This design comes from an exercise in tuning for small area, a short achievable clock period and few clock cycles per item on the open sky130 flow, not from production work.
At most, simulation tests tie the RTL to the original design; equivalence was not proved.
No activity file was given, so power comes from the tool's default toggle rates.

==> v6 <==
Design streaming_top_n_selector, start of the top module:
module streaming_top_n_selector (
   input  logic        clock,
   input  logic        reset,
   input  logic        csr_we,
   input  logic [4:0]  csr_wdata,
   input  logic        req_tvalid,
   output logic        req_tready,
   input  logic [47:0] req_tdata,
   input  logic        req_tlast,
   output logic        rsp_tvalid,
   input  logic        rsp_tready,
   output logic [47:0] rsp_tdata,
   output logic        rsp_tlast
);
export LEC_CHECK = 0
export ABC_AREA = 1
export CAP_MARGIN = 20
export CORE_MARGIN = 2
export CORE_UTILIZATION = 40
export CTS_BUF_LIST = sky130_fd_sc_hd__clkbuf_8
export SETUP_SLACK_MARGIN = 1.5
export SLEW_MARGIN = 20
create_clock -name core_clock -period 6.0 [get_ports {clock}]
run.sh (not shown) runs the stock make flow with config.mk's settings and CLKGATE_MAP_FILE= SYNTH_SCRIPT=/design/flow/synth_recipe.tcl, a recipe that flattens the netlist after the stock synthesis.
==> v23 (differences from v6) <==
--- a/flow/config.mk
+++ b/flow/config.mk
@@ -10,4 +10,3 @@
 export CORE_MARGIN = 2
-export CORE_UTILIZATION = 40
-export CTS_BUF_LIST = sky130_fd_sc_hd__clkbuf_8
+export CORE_UTILIZATION = 55
 export SETUP_SLACK_MARGIN = 1.5
==> summary.txt <==
- Maximum vdd drop: 296 uV
- Die Height: 335 um
- Placed Area: 47300 um2
- Metal-1 WL: 83200 um
- Post-layout util: 48.2%
- Cell-internal power: 0.0146 W
- Crit path capture: rsp_tdata[33]
- Ratio of final minimum period to clock period: 79.5%
- Post-route cell area: 52400 um2
- Commonest cells after routing, fill and taps aside: nand2_1 (1829), inv_1 (654), dfxtp_1 (583)
- Seq/total area: 29.5%
- First-pass GRT wire length: 284000 um
- Outcome: finished clean
-- figures above: v6

==> summary.txt <==
- Post-layout util: 67.3%
- Post-route cell area: 53200 um2
- Outcome: finished clean
- Cell-internal power: 0.0154 W
- First-pass GRT wire length: 280000 um
- Die Height: 287 um
- Pre-CTS setup slack: 0.411 ns
- Ratio of final minimum period to clock period: 77.1%
- Maximum vdd drop: 508 uV
- Crit path capture: rsp_tdata[16]
-- figures above: v23

Testbench counts of v6, summed over its fixed seeds: cycles 5,636, items 5,341.
Testbench counts of v23, summed over its fixed seeds: cycles 5,636, items 5,341.

* * *

==> 02-17 <==
==> flow/design.v <==
`timescale 1ns / 1ps
`default_nettype none
package stns_pkg;
   localparam int MAX_KEEP_DEF = 16;
   localparam int ID_BITS_DEF  = 15;
   localparam int SCORE_W      = 16;
   localparam int TOP_N_W      = 5;
   localparam logic [TOP_N_W-1:0] TOP_N_RST = TOP_N_W'(3);
endpackage
`default_nettype wire
`timescale 1ns / 1ps
`default_nettype none
module stns_cmp (
   input  logic [15:0] a,
   input  logic [15:0] b,
   output logic        lt,
   output logic        eq
);
   logic [15:0] aa, bb, g0, e0;
   logic [7:0]  g1, e1;
   logic [3:0]  g2, e2;
   logic [1:0]  g3, e3;
   assign aa = {~a[15], a[14:0]};
   assign bb = {~b[15], b[14:0]};
   assign g0 = ~aa & bb;
   assign e0 = ~(aa ^ bb);
   for (genvar i = 0; i < 8; i++) begin : g_l1
      assign g1[i] = g0[2*i+1] | (e0[2*i+1] & g0[2*i]);
      assign e1[i] = e0[2*i+1] & e0[2*i];
   end
   for (genvar i = 0; i < 4; i++) begin : g_l2
      assign g2[i] = g1[2*i+1] | (e1[2*i+1] & g1[2*i]);
      assign e2[i] = e1[2*i+1] & e1[2*i];
   end
   for (genvar i = 0; i < 2; i++) begin : g_l3
      assign g3[i] = g2[2*i+1] | (e2[2*i+1] & g2[2*i]);
      assign e3[i] = e2[2*i+1] & e2[2*i];
   end
   assign lt = g3[1] | (e3[1] & g3[0]);
   assign eq = e3[1] & e3[0];
endmodule
`default_nettype wire
`timescale 1ns / 1ps
`default_nettype none
module stns_dpath (
   input  logic        clock,
   input  logic        reset,
   input  logic        csr_we,
   input  logic [4:0]  csr_wdata,
   input  logic        in_valid,
   output logic        in_ready,
   input  logic [14:0] in_owner,
   input  logic [14:0] in_nb,
   input  logic [15:0] in_score,
   input  logic        in_last,
   output logic        out_valid,
   input  logic        out_ready,
   output logic [14:0] out_owner,
   output logic [14:0] out_nb,
   output logic [15:0] out_score,
   output logic        out_last
);
   localparam int N = 16;
   logic [4:0]  top_n_ff;
   logic        room_ff;       
   logic [N-1:0] b_in;         
   logic [4:0]  b_fill;
   logic        b_ovf;
   logic        b_done;        
   logic [14:0] b_own;
   logic [3:0]  tg_v;          
   logic        e_on;
   logic        e_ovf;
   logic        e_last;
   logic [N-1:0] e_mask;
   logic [N-1:0] e_sel;
   logic [3:0]  e_pos;
   logic [14:0] e_own;
   logic [15:0] sc [N];
   logic [14:0] nb [N];
   logic [3:0]  tg [N];
   logic [N-1:0] tp;           
   logic [N-1:0] lt_p, eq_p;
   logic [N-1:0] lt, eq, tpl, valid, inrun, inrun_nx, tgt, head, later, vic, upto, bef, lim;
   logic [3:0]  tgl [N];
   logic [3:0]  tgl_nx [N];
   logic [N-1:0] m_x, m_up, tp_nx, st_l;
   logic        first, can_fill, ovf_nx, rep, ins, rpl, proc, b_fin, prom;
   logic [4:0]  fe, fill_nx;
   logic [3:0]  tx;
   logic [4:0]  k_in, fill_d, topn_d, k_d;
   logic [N-1:0] comp, we, e_bot, ge_p, le_p, z, z_nx, sel_nx, mask_st;
   logic        emit, e_fin, edge_ok;
   assign k_in = (top_n_ff == 5'd0) ? 5'd1 : (top_n_ff > 5'd16) ? 5'd16 : top_n_ff;
   for (genvar i = 0; i < N; i++) begin : g_cmp
      stns_cmp u_cmp (.a(sc[i]), .b(in_score), .lt(lt_p[i]), .eq(eq_p[i]));
      assign lt[i]  = lt_p[i];
      assign eq[i]  = eq_p[i];
      assign tpl[i] = tp[i];
      assign tgl[i] = tg[i];
   end
   assign first    = !b_in[0];
   assign can_fill = room_ff;
   assign fe       = b_fill;
   assign fill_nx  = can_fill ? fe + 5'd1 : fe;
   assign ovf_nx   = b_ovf || !can_fill;
   assign inrun    = b_in;
   assign valid    = b_in;
   assign inrun_nx = can_fill ? {b_in[N-2:0], 1'b1} : b_in;
   for (genvar i = 0; i < N; i++) begin : g_pos_dec
      if (i == 0) begin : g_t0
         assign tgt[i] = !b_in[0];
      end else begin : g_ti
         assign tgt[i] = b_in[i-1] && !b_in[i];
      end
      assign head[i] = inrun[i] && !tpl[i];
   end
   always_comb begin
      later[N-1] = 1'b0;
      for (int i = N - 2; i >= 0; i--) begin
         later[i] = later[i+1] | head[i+1];
      end
   end
   assign vic = head & ~later;
   always_comb begin
      upto[N-1] = vic[N-1];
      for (int i = N - 2; i >= 0; i--) begin
         upto[i] = upto[i+1] | vic[i];
      end
   end
   assign tx = can_fill ? fe[3:0] : tg_v;
   for (genvar i = 0; i < N; i++) begin : g_bef
      assign bef[i] = valid[i] && !(can_fill ? lt[i] : (vic[i] || !upto[i] || lt[i] || (eq[i] && (tgl[i] > tx))));
      assign lim[i] = can_fill ? (inrun[i] || tgt[i]) : upto[i];
   end
   assign rep = |(vic & lt);
   logic [N-1:0] lastpos, nxt, prv, hb, hb_later, gs;
   logic        x_lt_min, tp_next, has_g, g_lt, g_eq;
   logic [3:0]  tg_q1, tg_s, tg_v_nx;
   always_comb begin
      for (int i = 0; i < N; i++) begin
         lastpos[i] = inrun[i] && ((i == N - 1) || !inrun[i == N - 1 ? N - 1 : i+1]);
         nxt[i]     = (i == 0) ? 1'b0 : vic[i == 0 ? 0 : i-1];
         prv[i]     = (i == N - 1) ? 1'b0 : vic[i == N - 1 ? N - 1 : i+1];
         hb[i]      = head[i] && upto[i] && !vic[i];
      end
      hb_later[N-1] = 1'b0;
      for (int i = N - 2; i >= 0; i--) begin
         hb_later[i] = hb_later[i+1] | hb[i+1];
      end
      gs       = hb & ~hb_later;
      has_g    = |hb;
      x_lt_min = !(|(lastpos & lt)) && !(|(lastpos & eq));
      tp_next  = |(nxt & tpl & inrun);
      g_lt     = |(prv & lt);
      g_eq     = |(prv & eq);
      tg_q1    = '0;
      tg_s     = '0;
      for (int i = 0; i < N; i++) begin
         tg_q1 = tg_q1 | (nxt[i] ? tgl[i] : 4'd0);
         tg_s  = tg_s | (gs[i] ? tgl[i] : 4'd0);
      end
      tg_v_nx = tg_v;
      if (first) begin
         tg_v_nx = 4'd0;
      end else if (can_fill) begin
         if (x_lt_min) tg_v_nx = fe[3:0];
      end else if (rep) begin
         if (tp_next) begin
            tg_v_nx = tg_q1;
         end else if (has_g) begin
            if (g_lt) begin
               tg_v_nx = tg_s;
            end else if (g_eq && (tg_s < tg_v)) begin
               tg_v_nx = tg_s;
            end
         end
      end
   end
   assign ins = proc && can_fill;
   assign rpl = proc && !can_fill && rep;
   always_comb begin
      for (int i = 0; i < N; i++) begin
         m_x[i]  = (ins || rpl) && lim[i] && !bef[i] && ((i == 0) || bef[i == 0 ? 0 : i-1]);
         m_up[i] = (ins || rpl) && lim[i] && !bef[i] && (i != 0) && !bef[i == 0 ? 0 : i-1];
      end
      for (int i = 0; i < N; i++) begin
         if (i == 0) begin
            tp_nx[i] = 1'b0;
         end else if (m_x[i]) begin
            tp_nx[i] = eq[i-1];
         end else if (m_up[i]) begin
            tp_nx[i] = m_up[i-1] ? tpl[i-1] : eq[i-1];
         end else if (rpl && vic[i-1]) begin
            tp_nx[i] = 1'b0;
         end else begin
            tp_nx[i] = tpl[i];
         end
         tgl_nx[i] = m_x[i] ? tx : m_up[i] ? tgl[i == 0 ? 0 : i-1] : tgl[i];
      end
   end
   always_comb begin
      for (int i = 0; i < N; i++) begin
         if (b_done) begin
            st_l[i] = b_ovf ? (inrun[i] && (tgl[i] == 4'd0))
                            : (inrun[i] && ((i == N - 1) || !inrun[i == N - 1 ? N - 1 : i+1]));
         end else begin
            st_l[i] = ovf_nx ? (inrun_nx[i] && (tgl_nx[i] == 4'd0)) : tgt[i];
         end
      end
   end
   always_comb begin
      for (int i = 0; i < N; i++) begin
         e_bot[i] = e_mask[i] && ((i == 0) || !e_mask[i == 0 ? 0 : i-1]);
         mask_st[i] = b_done ? inrun[i] : inrun_nx[i];
      end
      ge_p[0] = e_sel[0];
      for (int i = 1; i < N; i++) begin
         ge_p[i] = ge_p[i-1] | e_sel[i];
      end
      le_p[N-1] = e_sel[N-1];
      for (int i = N - 2; i >= 0; i--) begin
         le_p[i] = le_p[i+1] | e_sel[i];
      end
      for (int i = 0; i < N; i++) begin
         comp[i] = emit && e_mask[i] && le_p[i] && (i != 0) && e_mask[i == 0 ? 0 : i-1];
         z[i]    = e_mask[i] && (tg[i] == e_pos + 4'd1);
      end
      for (int i = 0; i < N; i++) begin
         z_nx[i]   = ((i != 0) && z[i == 0 ? 0 : i-1] && !ge_p[i == 0 ? 0 : i-1])
                     || (z[i] && ge_p[i] && !e_sel[i]);
         sel_nx[i] = e_ovf ? z_nx[i] : e_sel[i];
      end
   end
   assign emit     = e_on && out_ready;
   assign e_fin    = emit && e_last;
   assign edge_ok  = !(|(tgt & e_mask)) || (emit && (|(tgt & e_bot)));
   assign in_ready = !b_done && (!can_fill || edge_ok);
   assign proc     = in_valid && in_ready;
   assign b_fin    = proc && in_last;
   assign prom     = (b_fin || b_done) && (!e_on || e_fin);
   assign we = m_x | m_up | comp;
   for (genvar i = 0; i < N; i++) begin : g_pos
      localparam int LO = (i == 0) ? 0 : i - 1;
      logic up, hold;
      assign up   = m_up[i] || comp[i];
      assign hold = !we[i];
      always_ff @(posedge clock) begin
         sc[i] <= ({16{m_x[i]}} & in_score) | ({16{up}} & sc[LO]) | ({16{hold}} & sc[i]);
         nb[i] <= ({15{m_x[i]}} & in_nb) | ({15{up}} & nb[LO]) | ({15{hold}} & nb[i]);
         tg[i] <= ({4{m_x[i]}} & tx) | ({4{up}} & tg[LO]) | ({4{hold}} & tg[i]);
         if (proc) begin
            tp[i] <= tp_nx[i];
         end
      end
   end
   assign topn_d = csr_we ? csr_wdata : top_n_ff;
   assign k_d    = (topn_d == 5'd0) ? 5'd1 : (topn_d > 5'd16) ? 5'd16 : topn_d;
   assign fill_d = prom ? 5'd0 : proc ? fill_nx : b_fill;
   always_ff @(posedge clock) begin
      if (proc) begin
         tg_v <= tg_v_nx;
      end
      if (proc && first) begin
         b_own <= in_owner;
      end
      if (reset) begin
         top_n_ff <= stns_pkg::TOP_N_RST;
         room_ff  <= 1'b1;
         b_in     <= '0;
         b_fill   <= '0;
         b_ovf    <= 1'b0;
         b_done   <= 1'b0;
         e_on     <= 1'b0;
         e_mask   <= '0;
      end else begin
         if (csr_we) begin
            top_n_ff <= csr_wdata;
         end
         room_ff <= fill_d < k_d;
         if (prom) begin
            b_in   <= '0;
            b_fill <= '0;
            b_ovf  <= 1'b0;
            b_done <= 1'b0;
            e_on   <= 1'b1;
            e_mask <= mask_st;
            e_sel  <= st_l;
            e_pos  <= '0;
            e_ovf  <= b_done ? b_ovf : ovf_nx;
            e_last <= (b_done ? b_fill : fill_nx) == 5'd1;
            e_own  <= (b_fin && first) ? in_owner : b_own;
         end else begin
            if (proc) begin
               b_in   <= inrun_nx;
               b_fill <= fill_nx;
               b_ovf  <= ovf_nx;
               if (in_last) begin
                  b_done <= 1'b1;
               end
            end
            if (emit) begin
               if (e_last) begin
                  e_on   <= 1'b0;
                  e_mask <= '0;
               end else begin
                  e_mask <= e_mask & ~e_bot;
                  e_sel  <= sel_nx;
                  e_pos  <= e_pos + 4'd1;
                  e_last <= !(|(e_mask & ~e_bot & ((e_mask & ~e_bot) << 1)));
               end
            end
         end
      end
   end
   always_comb begin
      out_nb    = '0;
      out_score = '0;
      for (int i = 0; i < N; i++) begin
         out_nb    = out_nb | (e_sel[i] ? nb[i] : 15'd0);
         out_score = out_score | (e_sel[i] ? sc[i] : 16'd0);
      end
   end
   assign out_valid = e_on;
   assign out_last  = e_last;
   assign out_owner = e_own;
endmodule
`default_nettype wire
`timescale 1ns / 1ps
`default_nettype none
module streaming_top_n_selector (
   input  logic        clock,
   input  logic        reset,
   input  logic        csr_we,
   input  logic [4:0]  csr_wdata,
   input  logic        req_tvalid,
   output logic        req_tready,
   input  logic [47:0] req_tdata,
   input  logic        req_tlast,
   output logic        rsp_tvalid,
   input  logic        rsp_tready,
   output logic [47:0] rsp_tdata,
   output logic        rsp_tlast
);
   logic [14:0] out_owner;
   logic [14:0] out_nb;
   logic [15:0] out_score;
   stns_dpath u_dpath (
      .clock      (clock),
      .reset      (reset),
      .csr_we     (csr_we),
      .csr_wdata  (csr_wdata),
      .in_valid   (req_tvalid),
      .in_ready   (req_tready),
      .in_owner   (req_tdata[14:0]),
      .in_nb      (req_tdata[29:15]),
      .in_score   (req_tdata[45:30]),
      .in_last    (req_tlast),
      .out_valid  (rsp_tvalid),
      .out_ready  (rsp_tready),
      .out_owner  (out_owner),
      .out_nb     (out_nb),
      .out_score  (out_score),
      .out_last   (rsp_tlast)
   );
   assign rsp_tdata = {2'b00, out_score, out_nb, out_owner};
endmodule
`default_nettype wire
==> flow/run.sh <==
#!/bin/bash
# synth_recipe.tcl (not shown) runs the flow's synth.tcl, then flattens the netlist and writes it again
# the make line also repeats each setting of config.mk as NAME=value (left out here)
make -C /OpenROAD-flow-scripts/flow DESIGN_CONFIG=/design/flow/config.mk WORK_HOME=/design/flow/orfs CLKGATE_MAP_FILE= SYNTH_SCRIPT=/design/flow/synth_recipe.tcl finish
==> flow/config.mk <==
export PLATFORM = sky130hd
export DESIGN_NAME = streaming_top_n_selector
export DESIGN_NICKNAME = streaming_top_n_selector
export VERILOG_FILES = /design/flow/design.v
export SDC_FILE = /design/flow/constraint.sdc
export NUM_CORES = 4
export LEC_CHECK = 0
export ABC_AREA = 1
export CAP_MARGIN = 20
export CORE_MARGIN = 2
export CORE_UTILIZATION = 40
export SETUP_SLACK_MARGIN = 1.5
export SLEW_MARGIN = 20
==> flow/constraint.sdc <==
create_clock -name core_clock -period 6.0 [get_ports {clock}]
set_input_delay 1.2000 -clock core_clock [delete_from_list [all_inputs] [get_ports {clock}]]
set_output_delay 1.2000 -clock core_clock [all_outputs]
set_load 0.01 [all_outputs]
==> inputs of 08-09, as changes to 02-17 <==
--- a/flow/design.v
+++ b/flow/design.v
@@ -76,6 +76,11 @@
    logic [N-1:0] e_sel;
    logic [3:0]  e_pos;
    logic [14:0] e_own;
+   logic        w_on;
+   logic        w_ovf;
+   logic        w_one;         
+   logic [N-1:0] w_mask;
+   logic [14:0] w_own;
    logic [15:0] sc [N];
    logic [14:0] nb [N];
    logic [3:0]  tg [N];
@@ -91,6 +96,8 @@
    logic [4:0]  k_in, fill_d, topn_d, k_d;
    logic [N-1:0] comp, we, e_bot, ge_p, le_p, z, z_nx, sel_nx, mask_st;
    logic        emit, e_fin, edge_ok;
+   logic [N-1:0] occ, occ_bot, w_top, w_start;
+   logic        e_free, bfd, case_a, case_b, case_c, case_d, b_reset;
    assign k_in = (top_n_ff == 5'd0) ? 5'd1 : (top_n_ff > 5'd16) ? 5'd16 : top_n_ff;
    for (genvar i = 0; i < N; i++) begin : g_cmp
       stns_cmp u_cmp (.a(sc[i]), .b(in_score), .lt(lt_p[i]), .eq(eq_p[i]));
@@ -223,7 +230,8 @@
          le_p[i] = le_p[i+1] | e_sel[i];
       end
       for (int i = 0; i < N; i++) begin
-         comp[i] = emit && e_mask[i] && le_p[i] && (i != 0) && e_mask[i == 0 ? 0 : i-1];
+         comp[i] = emit && (i != 0) && ((e_mask[i] && le_p[i] && e_mask[i == 0 ? 0 : i-1]) ||
+                                        w_mask[i == 0 ? 0 : i-1]);
          z[i]    = e_mask[i] && (tg[i] == e_pos + 4'd1);
       end
       for (int i = 0; i < N; i++) begin
@@ -234,11 +242,26 @@
    end
    assign emit     = e_on && out_ready;
    assign e_fin    = emit && e_last;
-   assign edge_ok  = !(|(tgt & e_mask)) || (emit && (|(tgt & e_bot)));
+   assign occ = e_mask | w_mask;
+   always_comb begin
+      for (int i = 0; i < N; i++) begin
+         occ_bot[i] = occ[i] && ((i == 0) || !occ[i == 0 ? 0 : i-1]);
+         w_top[i]   = w_mask[i] && ((i == N - 1) || !w_mask[i == N - 1 ? N - 1 : i+1]);
+         w_start[i] = w_ovf ? (w_mask[i] && (tg[i] == 4'd0)) : w_top[i];
+      end
+   end
+   assign edge_ok  = !(|(tgt & occ)) || (emit && (|(tgt & occ_bot)));
    assign in_ready = !b_done && (!can_fill || edge_ok);
    assign proc     = in_valid && in_ready;
    assign b_fin    = proc && in_last;
-   assign prom     = (b_fin || b_done) && (!e_on || e_fin);
+   assign e_free   = !e_on || e_fin;
+   assign bfd      = b_fin || b_done;
+   assign case_a   = e_free && w_on;                  
+   assign case_b   = e_free && !w_on && bfd;          
+   assign case_c   = !e_free && !w_on && b_fin;       
+   assign case_d   = !e_free && w_on && b_fin;        
+   assign b_reset  = case_b || case_c || (case_a && bfd);
+   assign prom     = case_b;
    assign we = m_x | m_up | comp;
    for (genvar i = 0; i < N; i++) begin : g_pos
       localparam int LO = (i == 0) ? 0 : i - 1;
@@ -256,7 +279,7 @@
    end
    assign topn_d = csr_we ? csr_wdata : top_n_ff;
    assign k_d    = (topn_d == 5'd0) ? 5'd1 : (topn_d > 5'd16) ? 5'd16 : topn_d;
-   assign fill_d = prom ? 5'd0 : proc ? fill_nx : b_fill;
+   assign fill_d = b_reset ? 5'd0 : proc ? fill_nx : b_fill;
    always_ff @(posedge clock) begin
       if (proc) begin
          tg_v <= tg_v_nx;
@@ -273,16 +296,47 @@
          b_done   <= 1'b0;
          e_on     <= 1'b0;
          e_mask   <= '0;
+         w_on     <= 1'b0;
+         w_mask   <= '0;
       end else begin
          if (csr_we) begin
             top_n_ff <= csr_wdata;
          end
          room_ff <= fill_d < k_d;
-         if (prom) begin
+         if (b_reset) begin
             b_in   <= '0;
             b_fill <= '0;
             b_ovf  <= 1'b0;
             b_done <= 1'b0;
+         end else if (proc) begin
+            b_in   <= inrun_nx;
+            b_fill <= fill_nx;
+            b_ovf  <= ovf_nx;
+            if (in_last) begin
+               b_done <= 1'b1;
+            end
+         end
+         if (case_c || (case_a && bfd)) begin
+            w_on   <= 1'b1;
+            w_mask <= b_done ? inrun : inrun_nx;
+            w_ovf  <= b_done ? b_ovf : ovf_nx;
+            w_one  <= (b_done ? b_fill : fill_nx) == 5'd1;
+            w_own  <= (b_fin && first) ? in_owner : b_own;
+         end else if (case_a) begin
+            w_on   <= 1'b0;
+            w_mask <= '0;
+         end else if (emit) begin
+            w_mask <= w_mask << 1;
+         end
+         if (case_a) begin
+            e_on   <= 1'b1;
+            e_mask <= w_mask << 1;
+            e_sel  <= w_start << 1;
+            e_pos  <= '0;
+            e_ovf  <= w_ovf;
+            e_last <= w_one;
+            e_own  <= w_own;
+         end else if (case_b) begin
             e_on   <= 1'b1;
             e_mask <= mask_st;
             e_sel  <= st_l;
@@ -290,25 +344,15 @@
             e_ovf  <= b_done ? b_ovf : ovf_nx;
             e_last <= (b_done ? b_fill : fill_nx) == 5'd1;
             e_own  <= (b_fin && first) ? in_owner : b_own;
-         end else begin
-            if (proc) begin
-               b_in   <= inrun_nx;
-               b_fill <= fill_nx;
-               b_ovf  <= ovf_nx;
-               if (in_last) begin
-                  b_done <= 1'b1;
-               end
-            end
-            if (emit) begin
-               if (e_last) begin
-                  e_on   <= 1'b0;
-                  e_mask <= '0;
-               end else begin
-                  e_mask <= e_mask & ~e_bot;
-                  e_sel  <= sel_nx;
-                  e_pos  <= e_pos + 4'd1;
-                  e_last <= !(|(e_mask & ~e_bot & ((e_mask & ~e_bot) << 1)));
-               end
+         end else if (emit) begin
+            if (e_last) begin
+               e_on   <= 1'b0;
+               e_mask <= '0;
+            end else begin
+               e_mask <= e_mask & ~e_bot;
+               e_sel  <= sel_nx;
+               e_pos  <= e_pos + 4'd1;
+               e_last <= !(|(e_mask & ~e_bot & ((e_mask & ~e_bot) << 1)));
             end
          end
       end
--- a/flow/config.mk
+++ b/flow/config.mk
@@ -9,5 +9,5 @@
 export CAP_MARGIN = 20
 export CORE_MARGIN = 2
 export CORE_UTILIZATION = 40
-export SETUP_SLACK_MARGIN = 1.5
+export SETUP_SLACK_MARGIN = 1.75
 export SLEW_MARGIN = 20
==> inputs of 12-05, as changes to 02-17 <==
--- a/flow/design.v
+++ b/flow/design.v
@@ -76,6 +76,11 @@
    logic [N-1:0] e_sel;
    logic [3:0]  e_pos;
    logic [14:0] e_own;
+   logic        w_on;
+   logic        w_ovf;
+   logic        w_one;         
+   logic [N-1:0] w_mask;
+   logic [14:0] w_own;
    logic [15:0] sc [N];
    logic [14:0] nb [N];
    logic [3:0]  tg [N];
@@ -91,6 +96,8 @@
    logic [4:0]  k_in, fill_d, topn_d, k_d;
    logic [N-1:0] comp, we, e_bot, ge_p, le_p, z, z_nx, sel_nx, mask_st;
    logic        emit, e_fin, edge_ok;
+   logic [N-1:0] occ, occ_bot, w_top, w_start;
+   logic        e_free, bfd, case_a, case_b, case_c, case_d, b_reset;
    assign k_in = (top_n_ff == 5'd0) ? 5'd1 : (top_n_ff > 5'd16) ? 5'd16 : top_n_ff;
    for (genvar i = 0; i < N; i++) begin : g_cmp
       stns_cmp u_cmp (.a(sc[i]), .b(in_score), .lt(lt_p[i]), .eq(eq_p[i]));
@@ -223,7 +230,8 @@
          le_p[i] = le_p[i+1] | e_sel[i];
       end
       for (int i = 0; i < N; i++) begin
-         comp[i] = emit && e_mask[i] && le_p[i] && (i != 0) && e_mask[i == 0 ? 0 : i-1];
+         comp[i] = emit && (i != 0) && ((e_mask[i] && le_p[i] && e_mask[i == 0 ? 0 : i-1]) ||
+                                        w_mask[i == 0 ? 0 : i-1]);
          z[i]    = e_mask[i] && (tg[i] == e_pos + 4'd1);
       end
       for (int i = 0; i < N; i++) begin
@@ -234,11 +242,26 @@
    end
    assign emit     = e_on && out_ready;
    assign e_fin    = emit && e_last;
-   assign edge_ok  = !(|(tgt & e_mask)) || (emit && (|(tgt & e_bot)));
+   assign occ = e_mask | w_mask;
+   always_comb begin
+      for (int i = 0; i < N; i++) begin
+         occ_bot[i] = occ[i] && ((i == 0) || !occ[i == 0 ? 0 : i-1]);
+         w_top[i]   = w_mask[i] && ((i == N - 1) || !w_mask[i == N - 1 ? N - 1 : i+1]);
+         w_start[i] = w_ovf ? (w_mask[i] && (tg[i] == 4'd0)) : w_top[i];
+      end
+   end
+   assign edge_ok  = !(|(tgt & occ)) || (emit && (|(tgt & occ_bot)));
    assign in_ready = !b_done && (!can_fill || edge_ok);
    assign proc     = in_valid && in_ready;
    assign b_fin    = proc && in_last;
-   assign prom     = (b_fin || b_done) && (!e_on || e_fin);
+   assign e_free   = !e_on || e_fin;
+   assign bfd      = b_fin || b_done;
+   assign case_a   = e_free && w_on;                  
+   assign case_b   = e_free && !w_on && bfd;          
+   assign case_c   = !e_free && !w_on && b_fin;       
+   assign case_d   = !e_free && w_on && b_fin;        
+   assign b_reset  = case_b || case_c || (case_a && bfd);
+   assign prom     = case_b;
    assign we = m_x | m_up | comp;
    for (genvar i = 0; i < N; i++) begin : g_pos
       localparam int LO = (i == 0) ? 0 : i - 1;
@@ -256,7 +279,7 @@
    end
    assign topn_d = csr_we ? csr_wdata : top_n_ff;
    assign k_d    = (topn_d == 5'd0) ? 5'd1 : (topn_d > 5'd16) ? 5'd16 : topn_d;
-   assign fill_d = prom ? 5'd0 : proc ? fill_nx : b_fill;
+   assign fill_d = b_reset ? 5'd0 : proc ? fill_nx : b_fill;
    always_ff @(posedge clock) begin
       if (proc) begin
          tg_v <= tg_v_nx;
@@ -273,16 +296,47 @@
          b_done   <= 1'b0;
          e_on     <= 1'b0;
          e_mask   <= '0;
+         w_on     <= 1'b0;
+         w_mask   <= '0;
       end else begin
          if (csr_we) begin
             top_n_ff <= csr_wdata;
          end
          room_ff <= fill_d < k_d;
-         if (prom) begin
+         if (b_reset) begin
             b_in   <= '0;
             b_fill <= '0;
             b_ovf  <= 1'b0;
             b_done <= 1'b0;
+         end else if (proc) begin
+            b_in   <= inrun_nx;
+            b_fill <= fill_nx;
+            b_ovf  <= ovf_nx;
+            if (in_last) begin
+               b_done <= 1'b1;
+            end
+         end
+         if (case_c || (case_a && bfd)) begin
+            w_on   <= 1'b1;
+            w_mask <= b_done ? inrun : inrun_nx;
+            w_ovf  <= b_done ? b_ovf : ovf_nx;
+            w_one  <= (b_done ? b_fill : fill_nx) == 5'd1;
+            w_own  <= (b_fin && first) ? in_owner : b_own;
+         end else if (case_a) begin
+            w_on   <= 1'b0;
+            w_mask <= '0;
+         end else if (emit) begin
+            w_mask <= w_mask << 1;
+         end
+         if (case_a) begin
+            e_on   <= 1'b1;
+            e_mask <= w_mask << 1;
+            e_sel  <= w_start << 1;
+            e_pos  <= '0;
+            e_ovf  <= w_ovf;
+            e_last <= w_one;
+            e_own  <= w_own;
+         end else if (case_b) begin
             e_on   <= 1'b1;
             e_mask <= mask_st;
             e_sel  <= st_l;
@@ -290,25 +344,15 @@
             e_ovf  <= b_done ? b_ovf : ovf_nx;
             e_last <= (b_done ? b_fill : fill_nx) == 5'd1;
             e_own  <= (b_fin && first) ? in_owner : b_own;
-         end else begin
-            if (proc) begin
-               b_in   <= inrun_nx;
-               b_fill <= fill_nx;
-               b_ovf  <= ovf_nx;
-               if (in_last) begin
-                  b_done <= 1'b1;
-               end
-            end
-            if (emit) begin
-               if (e_last) begin
-                  e_on   <= 1'b0;
-                  e_mask <= '0;
-               end else begin
-                  e_mask <= e_mask & ~e_bot;
-                  e_sel  <= sel_nx;
-                  e_pos  <= e_pos + 4'd1;
-                  e_last <= !(|(e_mask & ~e_bot & ((e_mask & ~e_bot) << 1)));
-               end
+         end else if (emit) begin
+            if (e_last) begin
+               e_on   <= 1'b0;
+               e_mask <= '0;
+            end else begin
+               e_mask <= e_mask & ~e_bot;
+               e_sel  <= sel_nx;
+               e_pos  <= e_pos + 4'd1;
+               e_last <= !(|(e_mask & ~e_bot & ((e_mask & ~e_bot) << 1)));
             end
          end
       end
--- a/flow/config.mk
+++ b/flow/config.mk
@@ -9,5 +9,6 @@
 export CAP_MARGIN = 20
 export CORE_MARGIN = 2
 export CORE_UTILIZATION = 40
+export CTS_BUF_LIST = sky130_fd_sc_hd__clkbuf_4
 export SETUP_SLACK_MARGIN = 1.5
 export SLEW_MARGIN = 20
==> qor summary <==
Outcome: 08-09 no timing/DRC/antenna violations; 12-05 no timing/DRC/antenna violations; 02-17 no timing/DRC/antenna violations
Repair and plain buffers: 08-09 455; 12-05 389; 02-17 340
Site Rows: 08-09 121; 12-05 121; 02-17 118
Global routing met1 resource utilization: 08-09 48.2%; 12-05 46.4%; 02-17 43.6%
Footprint of the multi-input gates: 08-09 0.0268 sq mm; 12-05 0.0261 sq mm; 02-17 0.0251 sq mm
Number of instances resized during post-cts repair: 08-09 479; 12-05 339; 02-17 283
CTS Root Buffer Type: 08-09 sky130_fd_sc_hd__clkbuf_16; 12-05 sky130_fd_sc_hd__clkbuf_4; 02-17 sky130_fd_sc_hd__clkbuf_16
Compound-gate portion of the synthesized area: 08-09 19.1%; 12-05 19.1%; 02-17 18.2%
Wire length on met3: 08-09 23.2 mm; 12-05 23.5 mm; 02-17 14.8 mm
Arrival time at the worst endpoint: 08-09 3.34 ns; 12-05 3.72 ns; 02-17 3.36 ns
Number of flops mapped to enable cells by yosys: 08-09 119; 12-05 119; 02-17 102
Starting density of the core: 08-09 40.3%; 12-05 40.3%; 02-17 40.5%
Top-area cell type share of the netlist area: 08-09 27.0%; 12-05 27.0%; 02-17 27.4%
CP max stage delay: 08-09 0.46 ns; 12-05 0.46 ns; 02-17 0.53 ns
Sink of the worst hold path: 08-09 u_dpath.tg[15][2]; 12-05 u_dpath.nb[5][12]; 02-17 u_dpath.top_n_ff[0]
Combined area of all synthesized cells: 08-09 0.0439 sq mm; 12-05 0.0439 sq mm; 02-17 0.0420 sq mm
Number of nets in the layout: 08-09 6,760; 12-05 6,809; 02-17 6,344
Chip Width: 08-09 335 um; 12-05 335 um; 02-17 328 um
Register area share after synthesis: 08-09 35.1%; 12-05 35.1%; 02-17 34.7%
Testbench counts of 08-09, summed over its fixed seeds: cycles 5,636, items 5,341.
Testbench counts of 12-05, summed over its fixed seeds: cycles 5,636, items 5,341.
Only the layout flow was run in 02-17; the RTL was not checked for function there.

re-timing with driven ports:
No port has a modelled driver above. Below, the same layouts with a new extraction and two added sets of constraints. Step 1 assumes that a clkbuf_16 drives the clock port and a buf_2 every other input. Step 2 also shifts input and output timing later by t, the mid clock arrival at the registers, as if the neighbouring blocks saw the same clock. Three values: no drivers, after step 1, after step 2; two values: the first two.
| run | t, ns | slack for setup (ns) | worst hold slack (ns) | latest minus earliest clock arrival (ns) | worst data-port slew with drivers (ns) |
|---|---|---|---|---|---|
| v6 | 0.904 | 1.231 / 1.159 / 0.667 | 0.440 / 0.440 / 0.440 | 0.089 / 0.089 | 0.10 |
| v23 | 0.720 | 1.371 / 1.300 / 0.816 | 0.455 / 0.455 / 0.455 | 0.039 / 0.038 | 0.06 |
| 02-17 | 0.734 | 1.438 / 1.366 / 0.895 | 0.448 / 0.448 / 0.448 | 0.026 / 0.026 | 0.09 |
| 08-09 | 0.748 | 1.461 / 1.388 / 1.103 | 0.454 / 0.454 / 0.454 | 0.065 / 0.064 | 0.08 |
| 12-05 | 1.222 | 1.076 / 1.003 / 0.197 | 0.445 / 0.445 / 0.445 | 0.124 / 0.125 | 0.10 |
After both steps setup and hold are still met in every run listed. For 12-05, which loses most, drivers alone change the setup slack by -0.073 ns; drivers and shift together by -0.879 ns.
